From an optimization exercise on the open Yosys and OpenROAD flow, aimed at a short achievable clock period and few clock cycles; shortcuts taken in it are not production practice.
In this exercise RTL edits were held to simulation tests only and were not proved equivalent to the original.
No activity file was given, so power comes from the tool's default toggle rates.

File: design.v
`default_nettype none
package avr_pkg;
	typedef enum logic [4:0] {
		OP_NOP,
		OP_ADD,
		OP_ADC,
		OP_SUB,
		OP_SBC,
		OP_SUBI,
		OP_SBCI,
		OP_AND,
		OP_ANDI,
		OP_OR,
		OP_ORI,
		OP_EOR,
		OP_MOV,
		OP_LDI,
		OP_SWAP,
		OP_LSR,
		OP_CP,
		OP_CPI,
		OP_RJMP,
		OP_BRANCH,  
		OP_LOAD,    
		OP_STORE    
	} opcode_t;
	typedef enum logic [1:0] {
		PC_HOLD,
		PC_STEP,
		PC_REL
	} pc_sel_t;
	typedef enum logic {
		MS_ADDR,  
		MS_DATA   
	} mem_state_t;
endpackage
`default_nettype wire
`timescale 1ns/1ps
`default_nettype none
module avr_pfx_add #(
	parameter int W = 16
) (
	input  wire [W-1:0]  a,
	input  wire [W-1:0]  b,
	input  wire          cin,
	output logic [W-1:0] s,
	output logic [W:0]   c
);
	logic [W-1:0] g, p, gn, pn;
	always_comb begin
		g = a & b;
		p = a ^ b;
		for (int d = 1; d < W; d = d * 2) begin
			gn = g;
			pn = p;
			for (int i = d; i < W; i++) begin
				gn[i] = g[i] | (p[i] & g[i-d]);
				pn[i] = p[i] & p[i-d];
			end
			g = gn;
			p = pn;
		end
		c[0] = cin;
		for (int i = 0; i < W; i++)
			c[i+1] = g[i] | (p[i] & cin);
		s = a ^ b ^ c[W-1:0];
	end
endmodule
module avr_alu (
	input  wire [7:0]  a,
	input  wire [7:0]  b,
	input  wire        sub,
	input  wire        usec,
	input  wire        c_in,       
	input  wire        sel_add,
	input  wire        sel_and,
	input  wire        sel_or,
	input  wire        sel_eor,
	input  wire        sel_mov,
	input  wire        sel_movld,
	input  wire        sel_swap,
	input  wire        sel_lsr,
	input  wire [7:0]  ld_data,
	output logic [7:0] res,
	output logic [7:0] flags
);
	logic [7:0] bx, g, p, gn, pn;
	logic [8:0] c;
	logic [7:0] sum;
	logic       cin, fl_c, fl_h, fl_v;
	always_comb begin
		bx  = b ^ {8{sub}};
		cin = sub ^ (usec & c_in);
		g = a & bx;
		p = a ^ bx;
		for (int d = 1; d < 8; d = d * 2) begin
			gn = g;
			pn = p;
			for (int i = d; i < 8; i++) begin
				gn[i] = g[i] | (p[i] & g[i-d]);
				pn[i] = p[i] & p[i-d];
			end
			g = gn;
			p = pn;
		end
		c[0] = cin;
		for (int i = 0; i < 8; i++)
			c[i+1] = g[i] | (p[i] & cin);
		sum = a ^ bx ^ c[7:0];
		res = ({8{sel_add}}   & sum)
		    | ({8{sel_and}}   & (a & b))
		    | ({8{sel_or}}    & (a | b))
		    | ({8{sel_eor}}   & (a ^ b))
		    | ({8{sel_mov}}   & b)
		    | ({8{sel_movld}} & ld_data)
		    | ({8{sel_swap}}  & {a[3:0], a[7:4]})
		    | ({8{sel_lsr}}   & {1'b0, a[7:1]});
		fl_c = sel_lsr ? a[0] : (c[8] ^ sub);
		fl_h = c[4] ^ sub;
		fl_v = sel_lsr ? a[0]
		     : sel_add ? ((a[7] & bx[7] & ~sum[7]) | (~a[7] & ~bx[7] & sum[7]))
		     : 1'b0;
		flags = 8'd0;
		flags[0] = fl_c;
		flags[1] = (res == 8'd0);
		flags[2] = res[7];
		flags[3] = fl_v;
		flags[4] = res[7] ^ fl_v;
		flags[5] = fl_h;
	end
endmodule
module avr_target (
	input  wire [15:0]  pc1,
	input  wire [15:0]  inst,
	output logic [15:0] t_rjmp,
	output logic [15:0] t_br
);
	logic [7:0]  lr_s;
	logic [8:0]  lr_c;
	avr_pfx_add #(.W(8)) lr (.a(pc1[7:0]), .b(inst[7:0]), .cin(1'b0), .s(lr_s), .c(lr_c));
	logic [16:0][7:0] hr;    
	genvar j;
	generate
		for (j = 0; j < 17; j++) begin : g_hr
			avr_pfx_add #(.W(8)) a (.a(pc1[15:8]), .b(8'(j - 8)), .cin(1'b0), .s(hr[j]), .c());
		end
	endgenerate
	logic [3:0]  lb_s;
	logic [4:0]  lb_c;
	avr_pfx_add #(.W(4)) lb (.a(pc1[3:0]), .b(inst[6:3]), .cin(1'b0), .s(lb_s), .c(lb_c));
	logic [8:0][11:0] hb;    
	generate
		for (j = 0; j < 9; j++) begin : g_hb
			avr_pfx_add #(.W(12)) a (.a(pc1[15:4]), .b(12'(j - 4)), .cin(1'b0), .s(hb[j]), .c());
		end
	endgenerate
	logic [3:0] kr;
	logic [2:0] kb;
	logic [7:0]  hr0, hr1;
	logic [11:0] hb0, hb1;
	logic [15:0][7:0]  hra, hrb;
	logic [7:0][11:0]  hba, hbb;
	always_comb begin
		for (int i = 0; i < 16; i++) begin
			hra[i] = hr[i];
			hrb[i] = hr[i+1];
		end
		for (int i = 0; i < 8; i++) begin
			hba[i] = hb[i];
			hbb[i] = hb[i+1];
		end
		kr  = inst[11:8] ^ 4'b1000;    
		kb  = inst[9:7] ^ 3'b100;      
		hr0 = hra[kr];
		hr1 = hrb[kr];
		hb0 = hba[kb];
		hb1 = hbb[kb];
		t_rjmp = {lr_c[8] ? hr1 : hr0, lr_s};
		t_br   = {lb_c[4] ? hb1 : hb0, lb_s};
	end
endmodule
`default_nettype wire
`default_nettype none
module avr_mux2 #(
	parameter int W = 8
) (
	input  wire [W-1:0]  a,    
	input  wire [W-1:0]  b,
	input  wire          s,
	output logic [W-1:0] y
);
	assign y = s ? a : b;
endmodule
module avr_ptr_add (
	input  wire [15:0]  ptr,
	input  wire [5:0]   q,
	output logic [15:0] sum
);
	logic [7:0] lo, hi1;
	logic [8:0] lc;
	avr_pfx_add #(.W(8)) la (.a(ptr[7:0]),  .b({2'b00, q}), .cin(1'b0), .s(lo),  .c(lc));
	avr_pfx_add #(.W(8)) ha (.a(ptr[15:8]), .b(8'd0),       .cin(1'b1), .s(hi1), .c());
	assign sum = {lc[8] ? hi1 : ptr[15:8], lo};
endmodule
`default_nettype wire
`timescale 1ns/1ps
`default_nettype none
module avr_core (
	input  wire                    CLK,
	input  wire                    RST,
	output logic [16-1:0] prog_addr,
	input  wire [16-1:0]  prog_data,
	output logic [16-1:0] data_addr,
	output logic [8-1:0] data_wdata,
	output logic                   data_we,
	input  wire [8-1:0]  data_rdata
);
	localparam int NB = 8;   
	logic [31:0][7:0] rf;
	logic [7:0]  sreg;
	logic [15:0] fpc;        
	logic [15:0] fpc_o;      
	logic        d_valid;    
	logic        d_bpred;    
	logic [15:0] d_pc;       
	logic [15:0] d_pc1;      
	logic        e_wait;     
	logic        e_wa, e_wb; 
	logic        e_alu;      
	logic        e_ld;       
	logic        e_st;       
	logic [4:0]  e_dst;
	logic        e_ysel;     
	logic [5:0]  e_q;        
	logic [7:0]  e_fmask;    
	logic        e_sub, e_usec;
	logic        e_sel_add, e_sel_and, e_sel_or, e_sel_eor, e_sel_mov, e_sel_swap, e_sel_lsr;
	logic        e_movld;    
	logic [7:0]  e_a, e_b;
	logic        e_cf;       
	logic        e_isbr;     
	logic        e_bp;       
	logic [2:0]  e_bs;
	logic        e_bset;
	logic [11:0] e_off;
	logic [15:0] e_pc, e_pc1;
	logic        w_ld;
	logic        w_res;      
	logic [7:0]  res_q;
	logic [4:0]  w_dst;
	logic [31:0] w_oh;       
	logic        w_p28, w_p29, w_p30, w_p31;
	logic [7:0]  w_val;      
	assign w_val = w_ld ? data_rdata : res_q;
	logic [15:0] daddr_q;
	logic [7:0]  dwdata_q;
	logic        dwe_q;
	logic [NB-1:0]       bt_v;
	logic [NB-1:0][15:0] bt_tag, bt_tgt;
	logic [NB-1:0][1:0]  bt_ctr;
	logic [2:0]          bt_ptr;
	assign prog_addr  = fpc_o;
	assign data_addr  = daddr_q;
	assign data_wdata = dwdata_q;
	assign data_we    = dwe_q;
	logic [7:0] alu_res, newf;
	logic       e_run;       
	assign e_run = ~e_wait;
	avr_alu alu0 (
		.a         (e_a),
		.b         (e_b),
		.sub       (e_sub),
		.usec      (e_usec),
		.c_in      (sreg[0]),
		.sel_add   (e_sel_add),
		.sel_and   (e_sel_and),
		.sel_or    (e_sel_or),
		.sel_eor   (e_sel_eor),
		.sel_mov   (e_sel_mov & ~e_movld),
		.sel_movld (e_movld),
		.sel_swap  (e_sel_swap),
		.sel_lsr   (e_sel_lsr),
		.ld_data   (data_rdata),
		.res       (alu_res),
		.flags     (newf)
	);
	logic        e_cond, e_taken, e_mis;
	logic [15:0] e_tgt, e_fix;
	assign e_cond  = (sreg[e_bs] == e_bset);
	assign e_taken = e_cf & (~e_isbr | e_cond);
	assign e_mis   = e_run & (e_taken ^ e_bp);
	avr_pfx_add #(.W(16)) etg (.a(e_pc1),
		.b(e_isbr ? {{9{e_off[9]}}, e_off[9:3]} : {{4{e_off[11]}}, e_off[11:0]}),
		.cin(1'b0), .s(e_tgt), .c());
	assign e_fix = e_taken ? e_tgt : e_pc1;
	logic [15:0] inst;
	assign inst = prog_data;
	logic dv;        
	assign dv = d_valid & ~e_mis;
	logic i_rr, i_imm, i_ldi, i_swap, i_lsr, i_ld, i_st, i_rjmp, i_br;
	logic i_add, i_adc, i_sub, i_sbc, i_cp, i_and, i_eor, i_or, i_mov;
	logic i_cpi, i_sbci, i_subi, i_ori, i_andi;
	always_comb begin
		i_add  = inst[15:10] == 6'b000011;
		i_sbc  = inst[15:10] == 6'b000010;
		i_cp   = inst[15:10] == 6'b000101;
		i_sub  = inst[15:10] == 6'b000110;
		i_adc  = inst[15:10] == 6'b000111;
		i_and  = inst[15:10] == 6'b001000;
		i_eor  = inst[15:10] == 6'b001001;
		i_or   = inst[15:10] == 6'b001010;
		i_mov  = inst[15:10] == 6'b001011;
		i_cpi  = inst[15:12] == 4'h3;
		i_sbci = inst[15:12] == 4'h4;
		i_subi = inst[15:12] == 4'h5;
		i_ori  = inst[15:12] == 4'h6;
		i_andi = inst[15:12] == 4'h7;
		i_ldi  = inst[15:12] == 4'hE;
		i_swap = (inst[15:9] == 7'b1001010) && (inst[3:0] == 4'b0010);
		i_lsr  = (inst[15:9] == 7'b1001010) && (inst[3:0] == 4'b0110);
		i_ld   = (inst[15:14] == 2'b10) && !inst[12] && !inst[9];
		i_st   = (inst[15:14] == 2'b10) && !inst[12] && inst[9];
		i_rjmp = inst[15:12] == 4'hC;
		i_br   = inst[15:11] == 5'b11110;
		i_rr   = i_add | i_sbc | i_cp | i_sub | i_adc | i_and | i_eor | i_or | i_mov;
		i_imm  = i_cpi | i_sbci | i_subi | i_ori | i_andi;
	end
	logic        ra_hi;
	logic [4:0]  ra, rb;
	assign ra_hi = i_imm | i_ldi | inst[8];
	assign ra = {ra_hi, inst[7:4]};
	assign rb = {inst[9], inst[3:0]};
	logic use_a, use_b_ld, use_ptr;
	assign use_a    = (i_rr & ~i_mov) | i_imm | i_swap | i_lsr | i_st;
	assign use_b_ld = i_rr & ~i_mov;     
	assign use_ptr  = i_ld | i_st;
	logic       w_any;
	logic [7:0] ra_lo_v, ra_hi_v, ra_val, rb_val;
	assign w_any = w_ld | w_res;
	always_comb begin
		ra_lo_v = (w_any && w_dst == {1'b0, inst[7:4]}) ? w_val : rf[{1'b0, inst[7:4]}];
		ra_hi_v = (w_any && w_dst == {1'b1, inst[7:4]}) ? w_val : rf[{1'b1, inst[7:4]}];
		ra_val  = ra_hi ? ra_hi_v : ra_lo_v;
		rb_val  = (w_any && w_dst == rb) ? w_val : rf[rb];
	end
	logic [15:0] y_ptr, z_ptr, y_sum, z_sum, daddr_n, wait_addr, y_wsum, z_wsum;
	logic [5:0]  dq;
	assign y_ptr = {w_p29 ? w_val : rf[29], w_p28 ? w_val : rf[28]};
	assign z_ptr = {w_p31 ? w_val : rf[31], w_p30 ? w_val : rf[30]};
	assign dq    = {inst[13], inst[11:10], inst[2:0]};
	avr_ptr_add ya (.ptr(y_ptr), .q(dq), .sum(y_sum));
	avr_ptr_add za (.ptr(z_ptr), .q(dq), .sum(z_sum));
	assign daddr_n = inst[3] ? y_sum : z_sum;
	avr_ptr_add yw (.ptr(y_ptr), .q(e_q), .sum(y_wsum));
	avr_ptr_add zw (.ptr(z_ptr), .q(e_q), .sum(z_wsum));
	assign wait_addr = e_ysel ? y_wsum : z_wsum;
	logic [7:0] wait_sdata;
	assign wait_sdata = (w_any && w_dst == e_dst) ? w_val : rf[e_dst];
	logic hz_ld, hz_alu, stall, ptr_hit;
	logic wa, wb;
	assign ptr_hit = (e_dst[4:2] == 3'b111) && (e_dst[1] == ~inst[3]);
	assign wa      = e_ld & use_a & (e_dst == ra);
	assign wb      = e_ld & use_b_ld & (e_dst == rb);
	assign hz_ld   = wa | wb | (e_ld & use_ptr & ptr_hit);
	assign hz_alu  = e_alu & ((i_st & (e_dst == ra)) | (use_ptr & ptr_hit));
	assign stall   = dv & (hz_ld | hz_alu);
	logic fwd_a, fwd_b;
	assign fwd_a = e_alu & (e_dst == ra);
	assign fwd_b = e_alu & (e_dst == rb);
	logic [7:0] fmask;
	always_comb begin
		if (i_add | i_adc | i_sub | i_sbc | i_cp | i_cpi | i_sbci | i_subi)
			fmask = 8'b0011_1111;
		else if (i_and | i_eor | i_or | i_ori | i_andi)
			fmask = 8'b0001_1110;
		else if (i_lsr)
			fmask = 8'b0001_1111;
		else
			fmask = 8'b0000_0000;
	end
	logic [NB-1:0] bhit_v;
	logic          bhit;
	logic [15:0]   btgt;
	always_comb begin
		btgt = '0;
		for (int i = 0; i < NB; i++) begin
			bhit_v[i] = bt_v[i] & bt_ctr[i][1] & (bt_tag[i] == fpc);
			btgt = btgt | ({16{bhit_v[i]}} & bt_tgt[i]);
		end
		bhit = |bhit_v;
	end
	logic [15:0] fpc_inc, seqb;
	avr_pfx_add #(.W(16)) finc (.a(fpc), .b(16'd0), .cin(1'b1), .s(fpc_inc), .c());
	assign seqb = bhit ? btgt : fpc_inc;
	logic s_fix, s_seq, s_fall;
	assign s_fix  = ~RST & e_mis;
	assign s_fall = ~RST & ~e_mis & d_valid & stall;    
	assign s_seq  = ~RST & ~e_mis & ~(d_valid & stall);
	logic [15:0] fpc_n;
	assign fpc_n = ({16{s_fix}} & e_fix) | ({16{s_seq}} & seqb) | ({16{s_fall}} & d_pc1);
	always_ff @(posedge CLK) begin
		fpc <= fpc_n;
		if (RST) begin
			fpc_o   <= '0;
			d_valid <= 1'b0;
			d_bpred <= 1'b0;
		end else begin
			fpc_o   <= fpc_n;
			d_valid <= s_seq;
			d_bpred <= s_seq & bhit;
		end
		d_pc  <= fpc;
		d_pc1 <= fpc_inc;
	end
	logic ldi_we;
	assign ldi_we = dv & i_ldi;    
	logic w_ld_n, w_res_n, ldi_kill;
	assign ldi_kill = ldi_we & (ra == e_dst);
	assign w_res_n  = e_alu & e_run & ~ldi_kill;
	assign w_ld_n   = e_ld & e_run & ~ldi_kill;
	always_ff @(posedge CLK) begin
		if (RST) begin
			e_wait  <= 1'b0;
			e_alu   <= 1'b0;
			e_ld    <= 1'b0;
			e_st    <= 1'b0;
			e_fmask <= '0;
			e_cf    <= 1'b0;
			e_bp    <= 1'b0;
			w_ld    <= 1'b0;
			w_res   <= 1'b0;
			dwe_q   <= 1'b0;
		end else if (e_wait) begin
			e_wait  <= 1'b0;
			w_ld    <= 1'b0;
			w_res   <= 1'b0;
			dwe_q   <= e_st;
		end else begin
			e_wait  <= stall;
			e_alu   <= dv & ((i_rr & ~i_cp) | i_sbci | i_subi | i_ori | i_andi | i_swap | i_lsr);
			e_ld    <= dv & i_ld;
			e_st    <= dv & i_st;
			e_fmask <= dv ? fmask : 8'd0;
			e_cf    <= dv & (i_rjmp | i_br);
			e_bp    <= dv & d_bpred;
			w_ld    <= w_ld_n;
			w_res   <= w_res_n;
			dwe_q   <= dv & i_st & ~stall;
		end
	end
	logic [7:0] ea_other, eb_other, ea_n, eb_n;
	logic       ea_fwd, eb_fwd;
	assign ea_fwd   = ~e_wait & fwd_a;
	assign eb_fwd   = ~e_wait & ~i_imm & fwd_b;
	assign ea_other = e_wait ? (e_wa ? data_rdata : e_a) : ra_val;
	assign eb_other = e_wait ? (e_wb ? data_rdata : e_b) : (i_imm ? {inst[11:8], inst[3:0]} : rb_val);
	avr_mux2 #(.W(8)) ma (.a(alu_res), .b(ea_other), .s(ea_fwd), .y(ea_n));
	avr_mux2 #(.W(8)) mb (.a(alu_res), .b(eb_other), .s(eb_fwd), .y(eb_n));
	always_ff @(posedge CLK) begin
		e_a <= ea_n;
		e_b <= eb_n;
		if (e_wait) begin
			daddr_q  <= wait_addr;
			dwdata_q <= wait_sdata;
		end else begin
			e_wa       <= wa;
			e_wb       <= wb;
			e_dst      <= ra;
			e_ysel     <= inst[3];
			e_q        <= dq;
			e_sub      <= i_sub | i_sbc | i_cp | i_cpi | i_sbci | i_subi;
			e_usec     <= i_adc | i_sbc | i_sbci;
			e_sel_add  <= i_add | i_adc | i_sub | i_sbc | i_cp | i_cpi | i_sbci | i_subi;
			e_sel_and  <= i_and | i_andi;
			e_sel_or   <= i_or | i_ori;
			e_sel_eor  <= i_eor;
			e_sel_mov  <= i_mov;
			e_movld    <= i_mov & e_ld & (e_dst == rb);
			e_sel_swap <= i_swap;
			e_sel_lsr  <= i_lsr;
			e_bs       <= inst[2:0];
			e_bset     <= ~inst[10];
			e_off      <= inst[11:0];
			e_pc       <= d_pc;
			e_pc1      <= d_pc1;
			e_isbr     <= inst[13];    
			daddr_q    <= daddr_n;
			dwdata_q   <= ra_val;
		end
		w_dst <= e_dst;
		res_q <= alu_res;
		for (int i = 0; i < 32; i++)
			w_oh[i] <= (w_ld_n | w_res_n) & (e_dst == 5'(i));
		w_p28 <= (w_ld_n | w_res_n) & (e_dst == 5'd28);
		w_p29 <= (w_ld_n | w_res_n) & (e_dst == 5'd29);
		w_p30 <= (w_ld_n | w_res_n) & (e_dst == 5'd30);
		w_p31 <= (w_ld_n | w_res_n) & (e_dst == 5'd31);
	end
	logic          u_tk;
	logic [NB-1:0] u_match;
	assign u_tk = e_taken;
	always_comb
		for (int i = 0; i < NB; i++)
			u_match[i] = bt_v[i] & (bt_tag[i] == e_pc);
	always_ff @(posedge CLK) begin
		if (RST) begin
			bt_v   <= '0;
			bt_ptr <= '0;
		end else if (e_cf & e_run) begin
			if (|u_match) begin
				for (int i = 0; i < NB; i++)
					if (u_match[i]) begin
						if (u_tk && bt_ctr[i] != 2'b11)
							bt_ctr[i] <= bt_ctr[i] + 2'd1;
						else if (!u_tk && bt_ctr[i] != 2'b00)
							bt_ctr[i] <= bt_ctr[i] - 2'd1;
					end
			end else if (u_tk) begin
				bt_v[bt_ptr]   <= 1'b1;
				bt_tag[bt_ptr] <= e_pc;
				bt_tgt[bt_ptr] <= e_tgt;
				bt_ctr[bt_ptr] <= 2'b10;
				bt_ptr         <= bt_ptr + 3'd1;
			end
		end
	end
	always_ff @(posedge CLK) begin
		if (RST)
			sreg <= '0;
		else if (e_run)
			sreg <= (sreg & ~e_fmask) | (newf & e_fmask);
	end
	always_ff @(posedge CLK) begin
		for (int i = 0; i < 32; i++) begin
			if (RST)
				rf[i] <= '0;
			else if (ldi_we && ra == 5'(i))
				rf[i] <= {inst[11:8], inst[3:0]};
			else if (w_oh[i])
				rf[i] <= w_val;
		end
	end
endmodule
`default_nettype wire
File: constraint.sdc
create_clock -name core_clock -period 7.5 [get_ports {CLK}]
set_input_delay 1.5000 -clock core_clock [delete_from_list [all_inputs] [get_ports {CLK}]]
set_output_delay 1.5000 -clock core_clock [all_outputs]
set_load 0.01 [all_outputs]
File: run.sh
#!/bin/bash
# synth_recipe.tcl (not shown) runs the flow's synth.tcl, then flattens the netlist and writes it again
# the make line also repeats each setting of config.mk as NAME=value (left out here)
make -C /OpenROAD-flow-scripts/flow DESIGN_CONFIG=/design/flow/config.mk WORK_HOME=/design/flow/orfs CLKGATE_MAP_FILE= SYNTH_SCRIPT=/design/flow/synth_recipe.tcl finish
File: config.mk
export PLATFORM = sky130hd
export DESIGN_NAME = avr_core
export DESIGN_NICKNAME = avr_core
export VERILOG_FILES = /design/flow/design.v
export SDC_FILE = /design/flow/constraint.sdc
export NUM_CORES = 4
export LEC_CHECK = 0
export CAP_MARGIN = 20
export CORE_MARGIN = 2
export CORE_UTILIZATION = 40
export SETUP_SLACK_MARGIN = 5
export SLEW_MARGIN = 20
export SYNTH_HIERARCHICAL = 1
export SYNTH_MINIMUM_KEEP_SIZE = 0
export TNS_END_PERCENT = 100
==> results of run 1 <==
## registers in the layout, summed over array words and instances, names as in the netlist, 6 cells and up, named ones only
name	cells
e_b	8
d_pc1	16
bt_tgt	128
e_q	6
res_q	8
rf	256
dwdata_q	8
daddr_q	16
fpc	16
e_pc	16
w_oh	32
d_pc	16
bt_ctr	16
fpc_o	16
bt_v	8
e_a	8
bt_tag	128
e_pc1	16
## area by class of cell
cell class	count	share of cell area [%]
Tap cell	1600	3.11
Clock buffer	131	3.99
Inverter	120	0.763
Timing Repair inverter	1	0.0253
Multi-Input combinational cell	3491	48.8
Clock inverter	36	0.634
Antenna cell	4	0.0156
Sequential cell	767	29.2
Timing Repair Buffer	643	13.4
## metrics by stage
| stage | power, uW | setup slack, ps | area (um2) | std cells | hold slack (ps) |
|---|---|---|---|---|---|
| 4_1_cts | 13900 | 4160 | 61100 | 6659 | 393 |
| 3_5_place_dp | 8330 | 2400 | 50400 | 6117 | 389 |
| 5_1_grt | 15000 | 4050 | 64300 | 6790 | 400 |
| 6_report | 14600 | 4120 | 64300 | 6793 | 401 |
| 3_3_place_gp | 8300 | 2440 | 50400 | 6115 | 386 |
| 2_1_floorplan | 7210 | 3650 | 49300 | 4771 | 346 |
## metal layers
metal,wire length [um],track usage [%],vias up,part of all wire (%)
met5,130,0,-,0.067
met4,9400,11.5,8,4.9
met3,24200,7.73,633,13
met2,83400,44.4,2904,43
met1,76200,41.4,21500,39
li1,-,-,18400,-
## final timing paths
kind | startpoint | to | slack [ps] | cells past startpoint
setup reg to reg | fpc[13] | fpc_o[4] | 4290 | 8
hold / removal | d_pc[10] | e_pc[10] | 400 | 0
setup / recovery | data_rdata[4] | daddr_q[8] | 4120 | 11
hold reg to reg | d_pc[10] | e_pc[10] | 400 | 0
## power groups by stage
stage | Sequential [uW] | Combinational [uW] | Clock (uW)
floorplan | 4870 | 2340 | 0
global placement | 5200 | 3100 | 0
detailed placement | 5200 | 3120 | 0
CTS | 5020 | 4380 | 4530
global route | 5060 | 5270 | 4700
finish | 5050 | 5040 | 4520
## placed cells by master (no fill, tap or decap), drive strengths merged, types with 26 or more instances in the layout
master and n:
nor2b 59, o21ai 206, clkbuf 148, inv 121
a21o 69, mux2i 107, buf 609, nand2 382
nand2b 39, nor4 68, mux2 55, nor3 46
mux4 240, nand4 51, a21oi 277, nand3 68
and2 26, edfxtp 331, a211o 99, clkinv 26
ha 130, and3 35, a221oi 37, xor2 192
a22o 188, xnor2 174, conb 83, a211oi 174
dfxtp 436, nor2 419
## what timing repair did
action,in CTS,in global routing
buffers inserted,296,109
pin swaps,216,248
cloned,79,21
gates resized for setup,1008,415
endpoints found under the setup margin,975,818
==> flow_metrics.py, run 1 <==
metrics = {
    "floorplan": {
        "num_rows": 126,
        "die-area_um2": 122000,
        "dieWidth_um": 350,
        "core_um2": 118000,
        "io-pin-count": 67,
        "dieHeight_um": 350,
        "start_util_pct": 40.4,
    },
    "global_route": {
        "gr-total-overflow": 0,
        "grt_start_max_net_pins": 109,
        "grt_usage_pct": 29.8,
        "grt_pass1_wl_mm": 273,
        "grt_pass1_vias": 40200,
        "antenna_found_initial": 6,
    },
    "drt": {
        "first_iter_violations": 5833,
        "first_pass_iters": 8,
        "via_per_inst": 6.39,
        "wl_per_cell_um": 28.5,
        "vias": 43400,
        "drc_errors": 0,
        "wl_mm": 193,
        "route.antenna.remaining_nets": 0,
    },
    "yosys": {
        "syn_avg_cell_area_um2": 10.2,
        "syn-cell-area_um2": 47900,
        "yosysWarningCount": 10,
        "syn_inst": 4698,
    },
    "timing": {
        "tns_ps": 0,
        "slew_headroom_pct": 27.3,
        "min_period_ps": 3380,
        "min_period_over_period_pct": 45.1,
        "skew_ps": 36.0,
        "max_freq_mhz": 296,
        "setup_viol": 0,
        "rsz0062_at_grt": "true",
        "worst_pin_slew_ps": 1090,
        "maxSlewViolCount": 0,
        "hold_viol": 0,
    },
    "worst_setup_path": {
        "critPathBufInv": 2,
        "critPathSlowestCell": "a211o_4",
        "arrival_ps": 3910,
        "path_delay_family": "compound AO/OA/AOI/OAI gates",
        "worstPathRequired_ps": 8030,
        "slowest_delay_ps": 440,
        "path_class": "in -> reg",
        "worstSetupStartpointType": "input pin",
        "path_max_fanout": 8,
        "critical_path.cell_chain": "buf_2 -> mux2i_4 -> buf_12 -> a21oi_2 -> ha_2 -> nand2_1 -> nor2_1 -> a211o_4 -> mux2_4 -> a211oi_2 -> a21oi_1",
        "endpoint_kind": "flop",
    },
    "clocking": {
        "htree_levels": 3,
        "ctsHoldBuffers": 0,
        "cts_tree": "built",
        "clock-sinks": 767,
        "numCtsBuffers": 89,
        "cts_max_path_buffers": 3,
        "clkLatencyLatePin_ps": 700,
        "cts_root_buffer": "clkbuf_16",
        "clkSlewWorstSetupHoldPaths_ps": 60,
    },
    "placement": {
        "numPortBuffers": 66,
        "dp_hpwl_mm": 109,
        "gp_congestion": 0.898,
    },
    "power": {
        "power.leakage_uw": 0.0240,
        "power_switching_uw": 5070,
        "sw_frac_of_total_pct": 34.7,
        "seq_power_share_pct": 34.6,
        "power_frac_clock_pct": 30.9,
        "p_int_uw": 9530,
        "ir_drop_v": 0.000218,
        "powerDensity_nw_per_um2": 227,
        "pwr-share-comb_pct": 34.5,
    },
    "run": {
        "drv_cap": 0,
    },
    "worst_hold_path": {
        "hp-class": "reg -> reg",
    },
    "final_layout": {
        "postLayoutCoreUtil_pct": 54.3,
        "fill_cells": 9759,
        "finalNetCount": 5280,
        "multiInputGateArea_um2": 31400,
        "drive_above_1_share_pct": 33.7,
        "regArea_um2": 18800,
        "syn2layout_area_growth_pct": 34.3,
    },
    "run_status": {
        "status": "complete, no violations",
    },
}
Testbench counts, summed over its fixed seeds: cycles 46,834.
==> inputs of run 2 (changes only) <==
--- a/design.v
+++ b/design.v
@@ -204,4 +204,29 @@
 endmodule
 `default_nettype wire
+`default_nettype none
+module avr_dtarget (
+	input  wire [15:0]  pc1,
+	input  wire [15:0]  inst,
+	output logic [15:0] t_rjmp,
+	output logic [15:0] t_br
+);
+	logic [7:0] lr, lb, hr0, hr1, hp, hm;
+	logic [8:0] lr_c, lb_c;
+	avr_pfx_add #(.W(8)) alr (.a(pc1[7:0]), .b(inst[7:0]), .cin(1'b0), .s(lr), .c(lr_c));
+	avr_pfx_add #(.W(8)) alb (.a(pc1[7:0]), .b({inst[9], inst[9:3]}), .cin(1'b0), .s(lb), .c(lb_c));
+	avr_pfx_add #(.W(8)) ahr0 (.a(pc1[15:8]), .b({{4{inst[11]}}, inst[11:8]}), .cin(1'b0), .s(hr0), .c());
+	avr_pfx_add #(.W(8)) ahr1 (.a(pc1[15:8]), .b({{4{inst[11]}}, inst[11:8]}), .cin(1'b1), .s(hr1), .c());
+	avr_pfx_add #(.W(8)) ahp (.a(pc1[15:8]), .b(8'd0), .cin(1'b1), .s(hp), .c());
+	avr_pfx_add #(.W(8)) ahm (.a(pc1[15:8]), .b(8'hFF), .cin(1'b0), .s(hm), .c());
+	always_comb begin
+		t_rjmp = {lr_c[8] ? hr1 : hr0, lr};
+		case ({inst[9], lb_c[8]})
+			2'b01:   t_br = {hp, lb};
+			2'b10:   t_br = {hm, lb};
+			default: t_br = {pc1[15:8], lb};
+		endcase
+	end
+endmodule
+`default_nettype wire
 `timescale 1ns/1ps
 `default_nettype none
@@ -221,11 +246,18 @@
 	logic [15:0] fpc;        
 	logic [15:0] fpc_o;      
-	logic        d_valid;    
-	logic        d_bpred;    
-	logic [15:0] d_pc;       
-	logic [15:0] d_pc1;      
+	logic        r_valid;    
+	logic        r_bpred;    
+	logic [15:0] r_pc;       
+	logic [15:0] r_pc1;      
+	logic [15:0] ir;         
+	logic        d_valid;
+	logic        d_bpred;
+	logic [15:0] d_pc;
+	logic [15:0] d_pc1;
 	logic        e_wait;     
 	logic        e_wa, e_wb; 
 	logic        e_alu;      
+	logic        e_ldi;      
+	logic        e_l28, e_l29, e_l30, e_l31;    
 	logic        e_ld;       
 	logic        e_st;       
@@ -239,9 +271,10 @@
 	logic [7:0]  e_a, e_b;
 	logic        e_cf;       
-	logic        e_isbr;     
+	logic        e_chk;      
+	logic        e_tk_d;     
 	logic        e_bp;       
 	logic [2:0]  e_bs;
 	logic        e_bset;
-	logic [11:0] e_off;
+	logic [15:0] e_tgt;      
 	logic [15:0] e_pc, e_pc1;
 	logic        w_ld;
@@ -286,16 +319,13 @@
 	);
 	logic        e_cond, e_taken, e_mis;
-	logic [15:0] e_tgt, e_fix;
+	logic [15:0] e_fix;
 	assign e_cond  = (sreg[e_bs] == e_bset);
-	assign e_taken = e_cf & (~e_isbr | e_cond);
-	assign e_mis   = e_run & (e_taken ^ e_bp);
-	avr_pfx_add #(.W(16)) etg (.a(e_pc1),
-		.b(e_isbr ? {{9{e_off[9]}}, e_off[9:3]} : {{4{e_off[11]}}, e_off[11:0]}),
-		.cin(1'b0), .s(e_tgt), .c());
-	assign e_fix = e_taken ? e_tgt : e_pc1;
+	assign e_taken = e_chk ? e_cond : e_tk_d;
+	assign e_mis   = e_run & e_chk & (e_cond ^ e_bp);
+	assign e_fix   = e_cond ? e_tgt : e_pc1;
 	logic [15:0] inst;
-	assign inst = prog_data;
+	assign inst = ir;
 	logic dv;        
-	assign dv = d_valid & ~e_mis;
+	assign dv = d_valid & ~e_mis & ~e_wait;
 	logic i_rr, i_imm, i_ldi, i_swap, i_lsr, i_ld, i_st, i_rjmp, i_br;
 	logic i_add, i_adc, i_sub, i_sbc, i_cp, i_and, i_eor, i_or, i_mov;
@@ -339,20 +369,42 @@
 	assign w_any = w_ld | w_res;
 	always_comb begin
-		ra_lo_v = (w_any && w_dst == {1'b0, inst[7:4]}) ? w_val : rf[{1'b0, inst[7:4]}];
-		ra_hi_v = (w_any && w_dst == {1'b1, inst[7:4]}) ? w_val : rf[{1'b1, inst[7:4]}];
+		ra_lo_v = (w_ld && w_dst == {1'b0, inst[7:4]}) ? data_rdata :
+		          (w_res && w_dst == {1'b0, inst[7:4]}) ? res_q : rf[{1'b0, inst[7:4]}];
+		ra_hi_v = (w_ld && w_dst == {1'b1, inst[7:4]}) ? data_rdata :
+		          (w_res && w_dst == {1'b1, inst[7:4]}) ? res_q : rf[{1'b1, inst[7:4]}];
 		ra_val  = ra_hi ? ra_hi_v : ra_lo_v;
-		rb_val  = (w_any && w_dst == rb) ? w_val : rf[rb];
+		rb_val  = (w_ld && w_dst == rb) ? data_rdata : (w_res && w_dst == rb) ? res_q : rf[rb];
 	end
-	logic [15:0] y_ptr, z_ptr, y_sum, z_sum, daddr_n, wait_addr, y_wsum, z_wsum;
+	function automatic logic [7:0] pbyte(input logic e_l, input logic w_p, input logic [7:0] r);
+		pbyte = e_l ? e_b : ((w_p & w_res) ? res_q : r);
+	endfunction
+	logic [15:0] y_ptr, z_ptr, y_sum, z_sum, daddr_n;
 	logic [5:0]  dq;
-	assign y_ptr = {w_p29 ? w_val : rf[29], w_p28 ? w_val : rf[28]};
-	assign z_ptr = {w_p31 ? w_val : rf[31], w_p30 ? w_val : rf[30]};
+	assign y_ptr = {pbyte(e_l29, w_p29, rf[29]), pbyte(e_l28, w_p28, rf[28])};
+	assign z_ptr = {pbyte(e_l31, w_p31, rf[31]), pbyte(e_l30, w_p30, rf[30])};
 	assign dq    = {inst[13], inst[11:10], inst[2:0]};
 	avr_ptr_add ya (.ptr(y_ptr), .q(dq), .sum(y_sum));
 	avr_ptr_add za (.ptr(z_ptr), .q(dq), .sum(z_sum));
 	assign daddr_n = inst[3] ? y_sum : z_sum;
-	avr_ptr_add yw (.ptr(y_ptr), .q(e_q), .sum(y_wsum));
-	avr_ptr_add zw (.ptr(z_ptr), .q(e_q), .sum(z_wsum));
-	assign wait_addr = e_ysel ? y_wsum : z_wsum;
+	logic [7:0]  plo_e, phi_e, lo_e, hi_e1, lo_r, hr1;
+	logic [8:0]  lo_e_c, lo_r_c;
+	logic        lo_ld, hi_ld;
+	logic [15:0] wait_addr;
+	assign plo_e = e_ysel ? ((w_res & w_p28) ? res_q : rf[28]) : ((w_res & w_p30) ? res_q : rf[30]);
+	assign phi_e = e_ysel ? ((w_res & w_p29) ? res_q : rf[29]) : ((w_res & w_p31) ? res_q : rf[31]);
+	assign lo_ld = w_ld & (e_ysel ? w_p28 : w_p30);
+	assign hi_ld = w_ld & (e_ysel ? w_p29 : w_p31);
+	avr_pfx_add #(.W(8)) wle (.a(plo_e),      .b({2'b00, e_q}), .cin(1'b0), .s(lo_e),  .c(lo_e_c));
+	avr_pfx_add #(.W(8)) whe (.a(phi_e),      .b(8'd0),         .cin(1'b1), .s(hi_e1), .c());
+	avr_pfx_add #(.W(8)) wlr (.a(data_rdata), .b({2'b00, e_q}), .cin(1'b0), .s(lo_r),  .c(lo_r_c));
+	avr_pfx_add #(.W(8)) whr (.a(data_rdata), .b(8'd0),         .cin(1'b1), .s(hr1),   .c());
+	always_comb begin
+		if (lo_ld)
+			wait_addr = {lo_r_c[8] ? hi_e1 : phi_e, lo_r};
+		else if (hi_ld)
+			wait_addr = {lo_e_c[8] ? hr1 : data_rdata, lo_e};
+		else
+			wait_addr = {lo_e_c[8] ? hi_e1 : phi_e, lo_e};
+	end
 	logic [7:0] wait_sdata;
 	assign wait_sdata = (w_any && w_dst == e_dst) ? w_val : rf[e_dst];
@@ -362,10 +414,21 @@
 	assign wa      = e_ld & use_a & (e_dst == ra);
 	assign wb      = e_ld & use_b_ld & (e_dst == rb);
-	assign hz_ld   = wa | wb | (e_ld & use_ptr & ptr_hit);
-	assign hz_alu  = e_alu & ((i_st & (e_dst == ra)) | (use_ptr & ptr_hit));
+	assign hz_ld   = wa | wb | (e_ld & use_ptr & ptr_hit)
+	               | (w_ld & use_ptr & (w_dst[4:2] == 3'b111) & (w_dst[1] == ~inst[3]));
+	assign hz_alu  = e_alu & ~e_ldi & ((i_st & (e_dst == ra)) | (use_ptr & ptr_hit));
 	assign stall   = dv & (hz_ld | hz_alu);
 	logic fwd_a, fwd_b;
 	assign fwd_a = e_alu & (e_dst == ra);
 	assign fwd_b = e_alu & (e_dst == rb);
+	logic [15:0] d_target, d_redir_addr;
+	logic        can_res, cond_now, tk_d, d_redir;
+	logic [15:0] d_trj, d_tbr;
+	avr_dtarget dtg (.pc1(d_pc1), .inst(inst), .t_rjmp(d_trj), .t_br(d_tbr));
+	assign d_target = inst[13] ? d_tbr : d_trj;    
+	assign can_res  = ~e_fmask[inst[2:0]];
+	assign cond_now = (sreg[inst[2:0]] == ~inst[10]);
+	assign tk_d     = i_rjmp | (i_br & cond_now);
+	assign d_redir  = dv & ((i_rjmp | (i_br & can_res)) ? (tk_d ^ d_bpred) : (~i_br & d_bpred));
+	assign d_redir_addr = (tk_d & (i_rjmp | i_br)) ? d_target : d_pc1;
 	logic [7:0] fmask;
 	always_comb begin
@@ -393,38 +456,54 @@
 	avr_pfx_add #(.W(16)) finc (.a(fpc), .b(16'd0), .cin(1'b1), .s(fpc_inc), .c());
 	assign seqb = bhit ? btgt : fpc_inc;
-	logic s_fix, s_seq, s_fall;
+	logic s_fix, s_seq, s_fall, s_dred;
 	assign s_fix  = ~RST & e_mis;
-	assign s_fall = ~RST & ~e_mis & d_valid & stall;    
-	assign s_seq  = ~RST & ~e_mis & ~(d_valid & stall);
+	assign s_dred = ~RST & ~e_mis & d_redir;            
+	assign s_fall = ~RST & ~e_mis & stall & ~d_redir;   
+	assign s_seq  = ~RST & ~e_mis & ~stall & ~d_redir;
 	logic [15:0] fpc_n;
-	assign fpc_n = ({16{s_fix}} & e_fix) | ({16{s_seq}} & seqb) | ({16{s_fall}} & d_pc1);
+	assign fpc_n = ({16{s_fix}} & e_fix) | ({16{s_seq}} & seqb) | ({16{s_fall}} & fpc)
+	             | ({16{s_dred}} & d_redir_addr);
 	always_ff @(posedge CLK) begin
 		fpc <= fpc_n;
 		if (RST) begin
 			fpc_o   <= '0;
-			d_valid <= 1'b0;
-			d_bpred <= 1'b0;
+			r_valid <= 1'b0;    
+			r_bpred <= 1'b0;
 		end else begin
 			fpc_o   <= fpc_n;
-			d_valid <= s_seq;
-			d_bpred <= s_seq & bhit;
+			r_valid <= s_seq;
+			r_bpred <= s_seq & bhit;
+		end
+		r_pc  <= fpc;
+		r_pc1 <= fpc_inc;
+		if (RST || e_mis || d_redir) begin
+			d_valid <= 1'b0;
+		end else if (!e_wait) begin
+			d_valid <= r_valid;
+		end
+		if (!e_wait) begin
+			ir      <= prog_data;
+			d_bpred <= r_bpred;
+			d_pc    <= r_pc;
+			d_pc1   <= r_pc1;
 		end
-		d_pc  <= fpc;
-		d_pc1 <= fpc_inc;
 	end
-	logic ldi_we;
-	assign ldi_we = dv & i_ldi;    
-	logic w_ld_n, w_res_n, ldi_kill;
-	assign ldi_kill = ldi_we & (ra == e_dst);
-	assign w_res_n  = e_alu & e_run & ~ldi_kill;
-	assign w_ld_n   = e_ld & e_run & ~ldi_kill;
+	logic w_ld_n, w_res_n;
+	assign w_res_n  = e_alu & e_run;
+	assign w_ld_n   = e_ld & e_run;
 	always_ff @(posedge CLK) begin
 		if (RST) begin
 			e_wait  <= 1'b0;
 			e_alu   <= 1'b0;
+			e_ldi   <= 1'b0;
+			e_l28   <= 1'b0;
+			e_l29   <= 1'b0;
+			e_l30   <= 1'b0;
+			e_l31   <= 1'b0;
 			e_ld    <= 1'b0;
 			e_st    <= 1'b0;
 			e_fmask <= '0;
 			e_cf    <= 1'b0;
+			e_chk   <= 1'b0;
 			e_bp    <= 1'b0;
 			w_ld    <= 1'b0;
@@ -438,9 +517,15 @@
 		end else begin
 			e_wait  <= stall;
-			e_alu   <= dv & ((i_rr & ~i_cp) | i_sbci | i_subi | i_ori | i_andi | i_swap | i_lsr);
+			e_alu   <= dv & ((i_rr & ~i_cp) | i_sbci | i_subi | i_ori | i_andi | i_swap | i_lsr | i_ldi);
+			e_ldi   <= dv & i_ldi;
+			e_l28   <= dv & i_ldi & (ra == 5'd28);
+			e_l29   <= dv & i_ldi & (ra == 5'd29);
+			e_l30   <= dv & i_ldi & (ra == 5'd30);
+			e_l31   <= dv & i_ldi & (ra == 5'd31);
 			e_ld    <= dv & i_ld;
 			e_st    <= dv & i_st;
 			e_fmask <= dv ? fmask : 8'd0;
 			e_cf    <= dv & (i_rjmp | i_br);
+			e_chk   <= dv & i_br & ~can_res;
 			e_bp    <= dv & d_bpred;
 			w_ld    <= w_ld_n;
@@ -452,7 +537,7 @@
 	logic       ea_fwd, eb_fwd;
 	assign ea_fwd   = ~e_wait & fwd_a;
-	assign eb_fwd   = ~e_wait & ~i_imm & fwd_b;
+	assign eb_fwd   = ~e_wait & ~(i_imm | i_ldi) & fwd_b;
 	assign ea_other = e_wait ? (e_wa ? data_rdata : e_a) : ra_val;
-	assign eb_other = e_wait ? (e_wb ? data_rdata : e_b) : (i_imm ? {inst[11:8], inst[3:0]} : rb_val);
+	assign eb_other = e_wait ? (e_wb ? data_rdata : e_b) : ((i_imm | i_ldi) ? {inst[11:8], inst[3:0]} : rb_val);
 	avr_mux2 #(.W(8)) ma (.a(alu_res), .b(ea_other), .s(ea_fwd), .y(ea_n));
 	avr_mux2 #(.W(8)) mb (.a(alu_res), .b(eb_other), .s(eb_fwd), .y(eb_n));
@@ -475,5 +560,5 @@
 			e_sel_or   <= i_or | i_ori;
 			e_sel_eor  <= i_eor;
-			e_sel_mov  <= i_mov;
+			e_sel_mov  <= i_mov | i_ldi;
 			e_movld    <= i_mov & e_ld & (e_dst == rb);
 			e_sel_swap <= i_swap;
@@ -481,10 +566,10 @@
 			e_bs       <= inst[2:0];
 			e_bset     <= ~inst[10];
-			e_off      <= inst[11:0];
+			e_tgt      <= d_target;
+			e_tk_d     <= tk_d;
 			e_pc       <= d_pc;
 			e_pc1      <= d_pc1;
-			e_isbr     <= inst[13];    
 			daddr_q    <= daddr_n;
-			dwdata_q   <= ra_val;
+			dwdata_q   <= (e_ldi && e_dst == ra) ? e_b : ra_val;
 		end
 		w_dst <= e_dst;
@@ -535,6 +620,4 @@
 			if (RST)
 				rf[i] <= '0;
-			else if (ldi_we && ra == 5'(i))
-				rf[i] <= {inst[11:8], inst[3:0]};
 			else if (w_oh[i])
 				rf[i] <= w_val;
--- a/config.mk
+++ b/config.mk
@@ -13,3 +13,3 @@
 export SYNTH_HIERARCHICAL = 1
 export SYNTH_MINIMUM_KEEP_SIZE = 0
-export TNS_END_PERCENT = 100
+export TNS_END_PERCENT = 10
==> run 2 against run 1 <==
  * Hold slack got worse by 54 ps
  * Clock power rose by 13%
  * Power rose by 8.3%
  * Non-clock buffer count fell by 186
  * Combinational power fell by 4.0%
  * Cell area fell by 1.6%
  * Highest routed layer unchanged
==> flow_metrics.py, run 2 <==
metrics = {
    "timing": {
        "hold_viol": 0,
        "min_period_over_period_pct": 42.6,
        "worst_pin_slew_ps": 1150,
        "skew_ps": 81.2,
        "slew_headroom_pct": 23.0,
        "max_freq_mhz": 313,
        "rsz0062_at_grt": "true",
        "min_period_ps": 3200,
        "maxSlewViolCount": 0,
        "setup_viol": 0,
        "tns_ps": 0,
    },
    "final_layout": {
        "antenna_cells": 0,
        "top_register": "rf",
        "regArea_um2": 20800,
        "fill_cells": 11500,
        "syn2layout_area_growth_pct": 22.0,
        "finalNetCount": 5229,
        "largest_reg_flops": 256,
        "multiInputGateArea_um2": 30800,
        "biggestRegsByFlops": "rf: 256 flops, bt_tag: 128 flops, bt_tgt: 128 flops",
        "layout_commonest_cell": "nor2_1",
        "stdcell_count": 6847,
        "final_area_um2": 63300,
        "mostFrequentLayoutCells": "420 x nor2_1, 410 x dfxtp_1, 395 x edfxtp_1",
        "drive_above_1_share_pct": 24.4,
    },
    "floorplan": {
        "num_rows": 132,
        "dieWidth_um": 364,
        "core_um2": 129000,
        "io-pin-count": 67,
        "start_util_pct": 40.1,
        "die-area_um2": 133000,
        "dieHeight_um": 364,
    },
    "placement": {
        "dp_hpwl_mm": 110,
        "numPortBuffers": 66,
        "gp_congestion": 0.944,
        "dp.cells": 6362,
        "placed_area_um2": 54200,
    },
    "clocking": {
        "numCtsBuffers": 97,
        "clkLatencyLatePin_ps": 750,
        "htree_levels": 3,
        "cts_tree": "built",
        "cts_max_path_buffers": 3,
        "clock-sinks": 838,
        "cts_root_buffer": "clkbuf_16",
        "clkSlewWorstSetupHoldPaths_ps": 70,
    },
    "drt": {
        "drc_errors": 0,
        "via_per_inst": 6.22,
        "first_iter_violations": 5232,
        "vias": 42600,
        "wl_per_cell_um": 26.6,
        "route.antenna.remaining_nets": 0,
        "first_pass_iters": 6,
        "wl_mm": 182,
    },
    "run": {
        "drv_cap": 0,
    },
    "worst_setup_path": {
        "path_max_fanout": 13,
        "path_class": "reg -> reg",
        "worstPathRequired_ps": 7950,
        "endpoint_kind": "flop",
        "worstSetupStartpointType": "flop",
        "arrival_ps": 3650,
    },
    "global_route": {
        "grt_pass1_wl_mm": 259,
        "grt_pass1_vias": 39100,
        "antenna_found_initial": 8,
        "grt_start_max_net_pins": 159,
        "grt_usage_pct": 25.9,
        "gr-total-overflow": 0,
    },
    "run_status": {
        "status": "complete, no violations",
    },
    "worst_hold_path": {
        "hp-class": "reg -> reg",
    },
    "yosys": {
        "syn_inst": 4769,
        "syn_avg_cell_area_um2": 10.9,
        "yosysWarningCount": 11,
        "syn-cell-area_um2": 51900,
    },
    "power": {
        "design_power_total_uw": 15800,
        "power.leakage_uw": 0.0231,
        "ir_drop_v": 0.000182,
        "powerDensity_nw_per_um2": 250,
    },
}
-- run 2: final timing paths --
check | from | to | slack (ps) | depth (start not counted)
worst min-delay path | r_pc1[10] | d_pc1[10] | 350 | 0
worst max register to register | e_pc[10] | bt_tag[78] | 4300 | 14
worst max-delay path | e_pc[10] | bt_tag[78] | 4300 | 14
worst min register to register | r_pc1[10] | d_pc1[10] | 350 | 0
-- run 2: per-stage QoR --
stage	util [%]	setup slack (ps)	hold WS (ps)
final	49.0	4300	347
after global routing	49.0	4250	348
after CTS	47.0	4340	342
after detailed placement	42.0	2710	389
after global placement	41.9	2800	386
after floorplan	-	1360	343
-- run 2: routing by layer --
metal  global-route usage (%)  share of wire [%]
met1                     38.2                 43
met2                     38.2                 43
met4                     8.43                3.5
met3                     4.66                 10
met5                        0             0.0071
-- run 2: layout make-up --
class | count | area share (%)
Timing Repair Buffer | 457 | 8.43
Inverter | 176 | 1.08
Clock buffer | 132 | 4.39
Multi-Input combinational cell | 3452 | 48.7
Tap cell | 1742 | 3.44
Sequential cell | 838 | 32.9
Clock inverter | 50 | 1.10
-- run 2: repair_timing --
action | CTS | global route
pin swaps | 29 | 57
hold buffers | 0 | 0
endpoints found under the setup margin | 917 | 836
resized for setup | 289 | 275
buffers inserted | 137 | 113
cloned | 27 | 26
-- run 2: power by group --
group / leakage, uW / internal, uW / switching [uW]
sequential: 0.00741 / 5280 / 582
clock: 0.00169 / 2980 / 2140
combinational: 0.0140 / 2150 / 2690
-- run 2: critical path: stages (launching register included) --
cell and delay, ps:
edfxtp_1 450, buf_12 190, buf_12 130, xnor2_4 130, and4_1 210, nand4_1 120, o22ai_2 100, or4_4 540
nor2b_4 170, nand2_4 70, clkinvlp_4 150, buf_12 110, buf_16 180, buf_4 160, buf_16 140
Testbench counts of run 2, summed over its fixed seeds: cycles 48,337.
==> inputs of run 3 (changes only) <==
--- a/design.v
+++ b/design.v
@@ -88,5 +88,6 @@
 	logic [8:0] c;
 	logic [7:0] sum;
-	logic       cin, fl_c, fl_h, fl_v;
+	logic       cin, fl_c, fl_h, fl_v, z_add;
+	logic [7:0] zt;
 	always_comb begin
 		bx  = b ^ {8{sub}};
@@ -123,5 +124,11 @@
 		flags = 8'd0;
 		flags[0] = fl_c;
-		flags[1] = (res == 8'd0);
+		zt = {a[6:0] | bx[6:0], cin};
+		z_add = ((a ^ bx) == zt);
+		flags[1] = (sel_add & z_add)
+		                   | (sel_and & ((a & b) == 8'd0))
+		                   | (sel_or  & ((a | b) == 8'd0))
+		                   | (sel_eor & ((a ^ b) == 8'd0))
+		                   | (sel_lsr & (a[7:1] == 7'd0));
 		flags[2] = res[7];
 		flags[3] = fl_v;
@@ -423,7 +430,7 @@
 	logic [15:0] d_target, d_redir_addr;
 	logic        can_res, cond_now, tk_d, d_redir;
-	logic [15:0] d_trj, d_tbr;
-	avr_dtarget dtg (.pc1(d_pc1), .inst(inst), .t_rjmp(d_trj), .t_br(d_tbr));
-	assign d_target = inst[13] ? d_tbr : d_trj;    
+	logic [15:0] r_trj, r_tbr, d_tgt_q;
+	avr_dtarget rtg (.pc1(r_pc1), .inst(prog_data), .t_rjmp(r_trj), .t_br(r_tbr));
+	assign d_target = d_tgt_q;
 	assign can_res  = ~e_fmask[inst[2:0]];
 	assign cond_now = (sreg[inst[2:0]] == ~inst[10]);
@@ -484,4 +491,5 @@
 		if (!e_wait) begin
 			ir      <= prog_data;
+			d_tgt_q <= prog_data[13] ? r_tbr : r_trj;    
 			d_bpred <= r_bpred;
 			d_pc    <= r_pc;
@@ -583,9 +591,11 @@
 	end
 	logic          u_tk;
-	logic [NB-1:0] u_match;
-	assign u_tk = e_taken;
+	logic [NB-1:0] u_match, d_match;
 	always_comb
 		for (int i = 0; i < NB; i++)
-			u_match[i] = bt_v[i] & (bt_tag[i] == e_pc);
+			d_match[i] = bt_v[i] & (bt_tag[i] == d_pc);
+	always_ff @(posedge CLK)
+		if (!e_wait) u_match <= d_match;
+	assign u_tk = e_taken;
 	always_ff @(posedge CLK) begin
 		if (RST) begin
==> run 3 against run 2 <==
  * Critical path type unchanged
  * Via count down 1.1%
  * Hold slack better by 51 ps
  * First-iteration DRC count down 18%
  * Final cell count up 0.53%
  * Worst setup slack better by 97 ps
  * Critical endpoint is now fpc_o[5]
  * Fmax up 3.1%
  * Sequential share of layout area up 1.6 points
  * Sequential cell count up 24
  * Highest routed layer unchanged
  * Synthesized cell count up 3.1%
  * Sequential power up 9.0%
  * Combinational power down 14%
  * Largest power group unchanged
  * Register-to-register slack better by 97 ps
==> flow_metrics.py, run 3 <==
metrics = {
    "floorplan": {
        "core_um2": 130000,
        "die-area_um2": 134000,
        "start_util_pct": 40.3,
        "dieHeight_um": 365,
        "dieWidth_um": 365,
        "io-pin-count": 67,
        "num_rows": 132,
    },
    "placement": {
        "numPortBuffers": 66,
        "preCtsSetupSlack_ps": 2990,
        "dp_hpwl_mm": 112,
        "gp_congestion": 0.917,
    },
    "worst_setup_path": {
        "worstPathRequired_ps": 8120,
        "worstSetupStartpointType": "flop",
        "path_max_fanout": 9,
        "arrival_ps": 3720,
        "endpoint_kind": "flop",
        "path_class": "reg -> reg",
    },
    "global_route": {
        "antenna_found_initial": 3,
        "gr-total-overflow": 0,
        "grt_pass1_wl_mm": 260,
        "grt_start_max_net_pins": 114,
        "grt_usage_pct": 25.7,
        "grt_pass1_vias": 39600,
    },
    "run": {
        "drv_cap": 0,
    },
    "timing": {
        "worst_pin_slew_ps": 1190,
        "maxSlewViolCount": 0,
        "slew_headroom_pct": 20.7,
        "min_period_ps": 3100,
        "min_period_over_period_pct": 41.3,
        "skew_ps": 67.9,
        "hold_viol": 0,
        "setup_viol": 0,
        "worst_slack_ps": 4400,
        "rsz0062_at_grt": "true",
        "max_freq_mhz": 323,
        "worst_hold_slack_ps": 398,
        "tns_ps": 0,
    },
    "drt": {
        "route.antenna.remaining_nets": 0,
        "wl_per_cell_um": 25.7,
        "drc_errors": 0,
        "wl_mm": 177,
        "first_pass_iters": 8,
        "vias": 42100,
        "first_iter_violations": 4313,
        "via_per_inst": 6.12,
    },
    "final_layout": {
        "largest_reg_flops": 256,
        "fill_cells": 11700,
        "biggestRegsByFlops": "rf: 256 flops, bt_tag: 128 flops, bt_tgt: 128 flops",
        "regArea_um2": 21500,
        "mostFrequentLayoutCells": "419 x dfxtp_1, 419 x edfxtp_1, 392 x nor2_1",
        "drive_above_1_share_pct": 21.4,
        "multiInputGateArea_um2": 30900,
        "syn2layout_area_growth_pct": 19.2,
        "top_register": "rf",
        "postLayoutCoreUtil_pct": 48.1,
        "finalNetCount": 5269,
    },
    "power": {
        "ir_drop_v": 0.000230,
        "power.leakage_uw": 0.0227,
        "powerDensity_nw_per_um2": 248,
        "design_power_total_uw": 15400,
    },
    "clocking": {
        "cts_max_path_buffers": 3,
        "clkSlewWorstSetupHoldPaths_ps": 60,
        "cts_tree": "built",
        "numCtsBuffers": 95,
        "cts_root_buffer": "clkbuf_16",
        "clock-sinks": 862,
        "htree_levels": 3,
        "clkLatencyLatePin_ps": 750,
    },
    "yosys": {
        "syn_inst": 4918,
        "syn_avg_cell_area_um2": 10.6,
        "syn-cell-area_um2": 52300,
        "yosysWarningCount": 11,
    },
    "run_status": {
        "status": "complete, no violations",
    },
    "worst_hold_path": {
        "hp-class": "reg -> reg",
    },
}
==> run 3: worst max-delay path, stage by stage, from the launching register on <==
cell and delay, ps:
edfxtp_1 340, buf_6 180, buf_16 190, mux2i_1 260, or2_2 150, o2111ai_2 170
or4b_1 540, nand3b_1 150, nand2b_4 150, a211oi_4 60, buf_12 160, buf_12 140
buf_16 140, a221o_1 310
==> run 3: metal layers <==
metal / share of wire, % / global-route usage (%) / up-vias
li1: - / - / 18700
met1: 43 / 36.1 / 21000
met2: 45 / 39.4 / 2035
met3: 8.7 / 5.06 / 371
met4: 3.5 / 8.90 / 2
met5: 0.0062 / 0 / -
==> run 3: path summary, 6_finish.rpt <==
kind | to | from | slack, ps | depth (start not counted)
hold / removal | d_pc[8] | r_pc[8] | 400 | 0
setup / recovery | fpc_o[5] | ir[0] | 4400 | 13
setup reg to reg | fpc_o[5] | ir[0] | 4400 | 13
hold reg to reg | d_pc[8] | r_pc[8] | 400 | 0
==> run 3: power breakdown <==
part	total (uW)	internal (uW)	switching (uW)
Sequential	6390	5490	896
Clock	4920	2790	2140
Combinational	4140	1890	2250
==> run 3: what timing repair did <==
action	CTS	global route
endpoints found under the setup margin	936	764
endpoints found under the hold margin	0	0
setup buffers	83	71
cloned	26	11
resized for setup	320	292
pin swaps	40	100
hold buffers	0	0
==> run 3: cell type report <==
| cell class | count | area share (%) |
|---|---|---|
| Antenna cell | 2 | 0.00803 |
| Clock buffer | 124 | 4.23 |
| Clock inverter | 54 | 1.02 |
| Inverter | 157 | 0.968 |
| Multi-Input combinational cell | 3621 | 49.6 |
| Sequential cell | 862 | 34.5 |
| Tap cell | 1742 | 3.50 |
| Timing Repair Buffer | 321 | 6.13 |
==> run 3: through the flow <==
stage | instances | area (um2)
3_3_place_gp | 6508 | 54600
4_1_cts | 6797 | 60300
3_5_place_dp | 6510 | 54700
2_1_floorplan | 5020 | 52700
6_report | 6883 | 62300
5_1_grt | 6881 | 62300
Testbench counts of run 3, summed over its fixed seeds: cycles 48,337.

==> afterwards: timing with drivers on the ports <==
No port has a modelled driver above. Below, the same layouts with a new extraction and two added sets of constraints. Step 1 assumes that a clkbuf_16 drives the clock port and a buf_2 every other input. Step 2 also shifts input and output timing later by t, the mid clock arrival at the registers, as if the neighbouring blocks saw the same clock. Slacks: no drivers / after step 1 / after step 2; pairs: no drivers / after step 1.
| run | t (ns) | setup WS [ns] | latest minus earliest clock arrival (ns) | worst register clock-pin slew, ns |
|---|---|---|---|---|
| run 1 | 0.762 | 4.119 / 3.736 / 2.974 | 0.036 / 0.036 | 0.07 / 0.07 |
| run 2 | 0.786 | 4.304 / 4.303 / 3.767 | 0.082 / 0.082 | 0.07 / 0.07 |
| run 3 | 0.792 | 4.401 / 4.401 / 3.734 | 0.069 / 0.069 | 0.07 / 0.07 |
After both steps setup and hold are still met in every run listed. The setup slack of run 1, which loses most, moves by -0.383 ns with the drivers and by -1.145 ns with both steps.
